Context: an optimization exercise on an open-source flow, tuned for small area, a short achievable clock period and few clock cycles per item. The choices shown serve that exercise and are no tape-out recipe. Only simulation tests tie the RTL to the original design; equivalence was not proved.

rev 12:
==> module alu_top, before the edit <==
module alu_top #(
    parameter int xlen = alu_pkg::xlen_default
) (
    input  logic              clk,
    input  logic              reset,
    input  logic              valid,
    input  logic [5:0]        alucode,
    input  logic [xlen-1:0]   a,
    input  logic [xlen-1:0]   b,
    output logic [xlen-1:0]   result,
    output logic              busy
);
    localparam int sw = 43;
    localparam int s_idle = 0;  
    localparam int s_norm = 1;  
    localparam int s_div  = 2;
    localparam int s_mul  = 3;
    localparam int s_done = 4;  
    logic [4:0]  st;
    logic [4:0]  sh_amt;  
    logic [3:0]  cnt;
    logic [33:0] r;       
    logic [31:0] q;       
    logic [33:0] d;       
    logic        negq;    
    logic        negr;    
    logic        use_d;   
    logic        dinv;    
    logic        neg_a;   
    logic        neg_b;   
    logic        corr;    
    logic        from_t1;  
    logic        sel_r;   
    logic        y_prev;  
    logic        short;   
    logic alu_op;
    logic is_mul, is_div, signed_div, is_quot, sa, b_zero, fast;
    assign is_mul     = (alucode[4:1] == 4'b0101) | (alucode[4:1] == 4'b0110);  
    assign is_div     = (alucode[4:1] == 4'b0111) | (alucode[4:1] == 4'b1000);  
    assign signed_div = ~alucode[0];               
    assign is_quot    = ~alucode[4];               
    assign sa         = alucode[0] ^ alucode[2];   
    assign b_zero     = (b == '0);
    logic a_short, b_short, swap;
    assign a_short    = (a[31:15] == '0) | (a[31:15] == '1);
    assign b_short    = (b[31:15] == '0) | (b[31:15] == '1);
    assign swap       = a_short & ~b_short;
    logic [31:0] mx, my;  
    logic        mx_sgn;
    assign mx         = swap ? b : a;
    assign my         = swap ? a : b;
    assign mx_sgn     = swap ? (sa & ~alucode[2]) : sa;  
    logic my_unsigned;
    assign my_unsigned = alucode[2] & (alucode[0] | ~swap);
    assign fast       = ((alucode[4:2] == 3'b001) & ~(alucode[1] & alucode[0]))  
                      | (alucode[4:1] == 4'b1001);                                
    assign alu_op     = ~is_mul & ~is_div;
    logic idle, in_norm, in_div, in_mul, done;
    assign idle    = st[s_idle];
    assign in_norm = st[s_norm];
    assign in_div  = st[s_div];
    assign in_mul  = st[s_mul];
    assign done    = st[s_done];
    logic [35:0] x1, y1, t1, x2, y2, t2;
    logic        inv2, q1, q2;
    logic [31:0] r1;
    assign x1   = {{2{r[33]}}, r};
    assign y1   = {{2{d[33]}}, d} | {36{~use_d}};
    assign t1   = x1 + y1 + {35'd0, dinv};
    assign q1   = ~t1[35];
    assign r1   = q1 ? t1[31:0] : r[31:0];
    logic alu_sub;
    assign alu_sub = alucode[1] | alucode[0];  
    assign x2   = idle ? {4'd0, a} : {4'd0, r1};
    assign y2   = idle ? {4'd0, b ^ {32{alu_sub}}} : {{3{d[33]}}, d[33:1]};
    assign inv2 = idle ? alu_sub : ~neg_b;
    assign t2   = x2 + y2 + {35'd0, inv2};
    assign q2   = ~t2[35];
    logic [5:0] za, zb, sdiff;
    mag_clz u_clz_a (.v(a), .neg(signed_div & a[31]), .n(za));
    mag_clz u_clz_b (.v(b), .neg(signed_div & b[31]), .n(zb));
    assign sdiff = zb - za;
    logic [31:0] alu_res, sh_out;
    logic [32:0] d_al;
    int_alu u_int_alu (
        .alucode  (alucode),
        .a        (a),
        .b        (b),
        .sum      (t2[32:0]),
        .norm     (in_norm),
        .norm_src (d[31:0]),
        .norm_amt (sh_amt),
        .result   (alu_res),
        .sh_out   (sh_out)
    );
    assign d_al = {neg_b, sh_out};  
    logic [sw-1:0] m_sum;
    multiplier #(.sw(sw)) u_multiplier (
        .x      (d[32:0]),
        .acc_in (r),
        .y      (q[7:0]),
        .y_prev (y_prev),
        .sum    (m_sum)
    );
    logic last;  
    assign last = (cnt == '0);
    always_ff @(posedge clk or negedge reset) begin
        if (!reset) begin
            st    <= 5'd1 << s_idle;
            cnt   <= '0;
            use_d <= 1'b0;
            dinv  <= 1'b0;
        end else begin
            st    <= '0;
            use_d <= 1'b0;
            dinv  <= 1'b0;
            if (idle) begin
                cnt <= (b_short | swap) ? 4'd1 : 4'd3;
                if (!valid || (alu_op & fast))
                    st[s_idle] <= 1'b1;
                else if (is_mul)
                    st[s_mul] <= 1'b1;
                else if (is_div & ~b_zero & ~(zb < za))
                    st[s_norm] <= 1'b1;
                else
                    st[s_done] <= 1'b1;
            end
            if (in_norm) begin
                cnt <= 4'(sh_amt[4:1]);
                st[s_div] <= 1'b1;
                use_d     <= 1'b1;
                dinv      <= ~neg_b;
            end
            if (in_div) begin
                cnt <= cnt - 1'b1;
                if (!last) begin
                    st[s_div] <= 1'b1;
                    use_d     <= 1'b1;
                    dinv      <= ~neg_b;
                end else begin
                    st[s_done] <= 1'b1;
                end
            end
            if (in_mul) begin
                cnt <= cnt - 1'b1;
                if (!last) begin
                    st[s_mul] <= 1'b1;
                end else begin
                    st[s_done] <= 1'b1;
                    use_d      <= corr;
                end
            end
            if (done)             st[s_idle] <= 1'b1;  
        end
    end
    always_ff @(posedge clk) begin
        case (1'b1)
            idle: if (valid) begin
                negq   <= is_div & ~b_zero & ~(zb < za) & signed_div & is_quot
                        & (a[31] ^ b[31]);
                negr   <= is_div & ~b_zero & ~(zb < za) & signed_div & ~is_quot
                        & a[31];
                from_t1 <= (is_div & ~b_zero & ~(zb < za) & signed_div & ~is_quot & a[31])
                         | (is_mul & my_unsigned & my[31]);
                neg_a  <= signed_div & a[31];
                neg_b  <= signed_div & b[31];
                corr   <= is_mul & my_unsigned & my[31];
                sel_r  <= (is_mul & (alucode[0] | alucode[2])) | (is_div & ~is_quot);
                y_prev <= 1'b0;
                short  <= b_short | swap;
                sh_amt <= sdiff[4:0];
                if (is_mul) begin
                    r <= '0;
                    d <= {{2{mx_sgn & mx[31]}}, mx};
                    q <= my;
                end else if (is_div) begin
                    r <= {{2{signed_div & a[31] & ~b_zero}}, a};
                    d <= {{2{signed_div & b[31]}}, b};
                    q <= b_zero ? '1 : '0;
                end else begin
                    q <= alu_res;
                end
            end
            in_norm: begin
                if (neg_a) r <= ~t1[33:0];
                d <= (sh_amt[0] ? {d_al[32], d_al} : {d_al, 1'b0}) ^ {34{~neg_b}};
            end
            in_div: begin
                r <= {2'b0, q2 ? t2[31:0] : r1};
                d <= {{2{d[33]}}, d[33:2]};
                q <= {q[29:0], q1, q2};
            end
            in_mul: begin
                y_prev <= q[7];
                if (short & last) begin
                    r <= {{15{m_sum[sw-1]}}, m_sum[sw-1:24]};
                    q <= {m_sum[23:0], q[31:24]};
                end else begin
                    r <= m_sum[41:8];
                    q <= {m_sum[7:0], q[31:8]};
                end
            end
            default: ;
        endcase
    end
    logic [31:0] fast_res;
    assign fast_res = alucode[4] ? b
                    : (alucode[1] ? (a & b) : (alucode[0] ? (a | b) : (a ^ b)));
    logic [31:0] res_reg;
    assign res_reg = negq ? -q : (sel_r ? r[31:0] : q);
    assign result = idle ? fast_res
                  : (from_t1 ? (t1[31:0] ^ {32{negr}}) : res_reg);
    assign busy   = valid & ~(idle & alu_op & fast) & ~done;
endmodule
export LEC_CHECK = 0
export ABC_AREA = 1
export CAP_MARGIN = 20
export CORE_MARGIN = 2
export CORE_UTILIZATION = 45
export SETUP_SLACK_MARGIN = 4
export SLEW_MARGIN = 20
export TNS_END_PERCENT = 10
create_clock -name core_clock -period 11.0 [get_ports {clk}]
standard.sh (not shown) runs the stock make flow with config.mk's settings and CLKGATE_MAP_FILE= SYNTH_SCRIPT=/design/flow/synth_recipe.tcl, a recipe that flattens the netlist after the stock synthesis.
==> flow/flow/run.sh <==
#!/bin/bash
set -euo pipefail
bash standard.sh 'BUFFER_PORTS_ARGS=-buffer_cell sky130_fd_sc_hd__buf_2' finish > flow_make.log 2>&1
Testbench counts of rev 12, summed over its fixed seeds: cycles 96,225, ops 24,000.
Relative to rev 12, the following input files were edited for rev 13:
--- a/flow/design.v
+++ b/flow/design.v
@@ -172,20 +172,18 @@
     assign is_quot    = ~alucode[4];               
     assign sa         = alucode[0] ^ alucode[2];   
     assign b_zero     = (b == '0);
     logic a_short, b_short, swap;
     assign a_short    = (a[31:15] == '0) | (a[31:15] == '1);
     assign b_short    = (b[31:15] == '0) | (b[31:15] == '1);
-    assign swap       = a_short & ~b_short;
+    assign swap       = a_short & ~b_short & ~(alucode[2] & ~alucode[0]);
     logic [31:0] mx, my;  
     logic        mx_sgn;
     assign mx         = swap ? b : a;
     assign my         = swap ? a : b;
     assign mx_sgn     = swap ? (sa & ~alucode[2]) : sa;  
-    logic my_unsigned;
-    assign my_unsigned = alucode[2] & (alucode[0] | ~swap);
     assign fast       = ((alucode[4:2] == 3'b001) & ~(alucode[1] & alucode[0]))  
                       | (alucode[4:1] == 4'b1001);                                
     assign alu_op     = ~is_mul & ~is_div;
     logic idle, in_norm, in_div, in_mul, done;
     assign idle    = st[s_idle];
     assign in_norm = st[s_norm];
@@ -289,16 +287,16 @@
             idle: if (valid) begin
                 negq   <= is_div & ~b_zero & ~(zb < za) & signed_div & is_quot
                         & (a[31] ^ b[31]);
                 negr   <= is_div & ~b_zero & ~(zb < za) & signed_div & ~is_quot
                         & a[31];
                 from_t1 <= (is_div & ~b_zero & ~(zb < za) & signed_div & ~is_quot & a[31])
-                         | (is_mul & my_unsigned & my[31]);
+                         | (is_mul & alucode[2] & my[31]);
                 neg_a  <= signed_div & a[31];
                 neg_b  <= signed_div & b[31];
-                corr   <= is_mul & my_unsigned & my[31];
+                corr   <= is_mul & alucode[2] & my[31];  
                 sel_r  <= (is_mul & (alucode[0] | alucode[2])) | (is_div & ~is_quot);
                 y_prev <= 1'b0;
                 short  <= b_short | swap;
                 sh_amt <= sdiff[4:0];
                 if (is_mul) begin
                     r <= '0;
## What came out
Compared with rev 12, in rev 13 area fraction in compound gates after synthesis stayed essentially flat; design area fell by 0.45%; ratio of cells with drive above 1 in the final layout rose by 0.81 points; wire length on met3 stayed essentially flat. On count of multi-input combinational gates: between rev 13 and rev 12, it ends up lower for rev 13. Higher time the worst path needs with I/O delays and setup was reported by rev 12, not rev 13. Rev 12 -> rev 13: synthesized-area fraction occupied by adder cells flat.
Testbench counts of rev 13, summed over its fixed seeds: cycles 96,887, ops 24,000.

[afterwards: timing with drivers on the ports]
No port has a modelled driver above. Below, the same layouts with a new extraction and two added sets of constraints.
Step 1 assumes that a clkbuf_16 drives the clock port and a buf_2 every other input.
Step 2 moves the port delays by t, midway between the first and last clock arrival at a register: inputs arrive t later, outputs are due t later. That takes back most of the time a late clock gives input paths.
a / b / c = no drivers / after step 1 / after step 2; a / b = the first two.
run	shift t [ns]	setup slack, ns	hold WS [ns]	pins driven straight from the clock port
rev 12	0.577	3.836 / 3.817 / 3.689	0.490 / 0.490 / 0.490	1
rev 13	0.569	3.876 / 3.803 / 3.632	0.494 / 0.494 / 0.494	1
After both steps every run listed still meets setup and hold. The setup slack of rev 13, which loses most, moves by -0.073 ns with the drivers and by -0.244 ns with both steps.
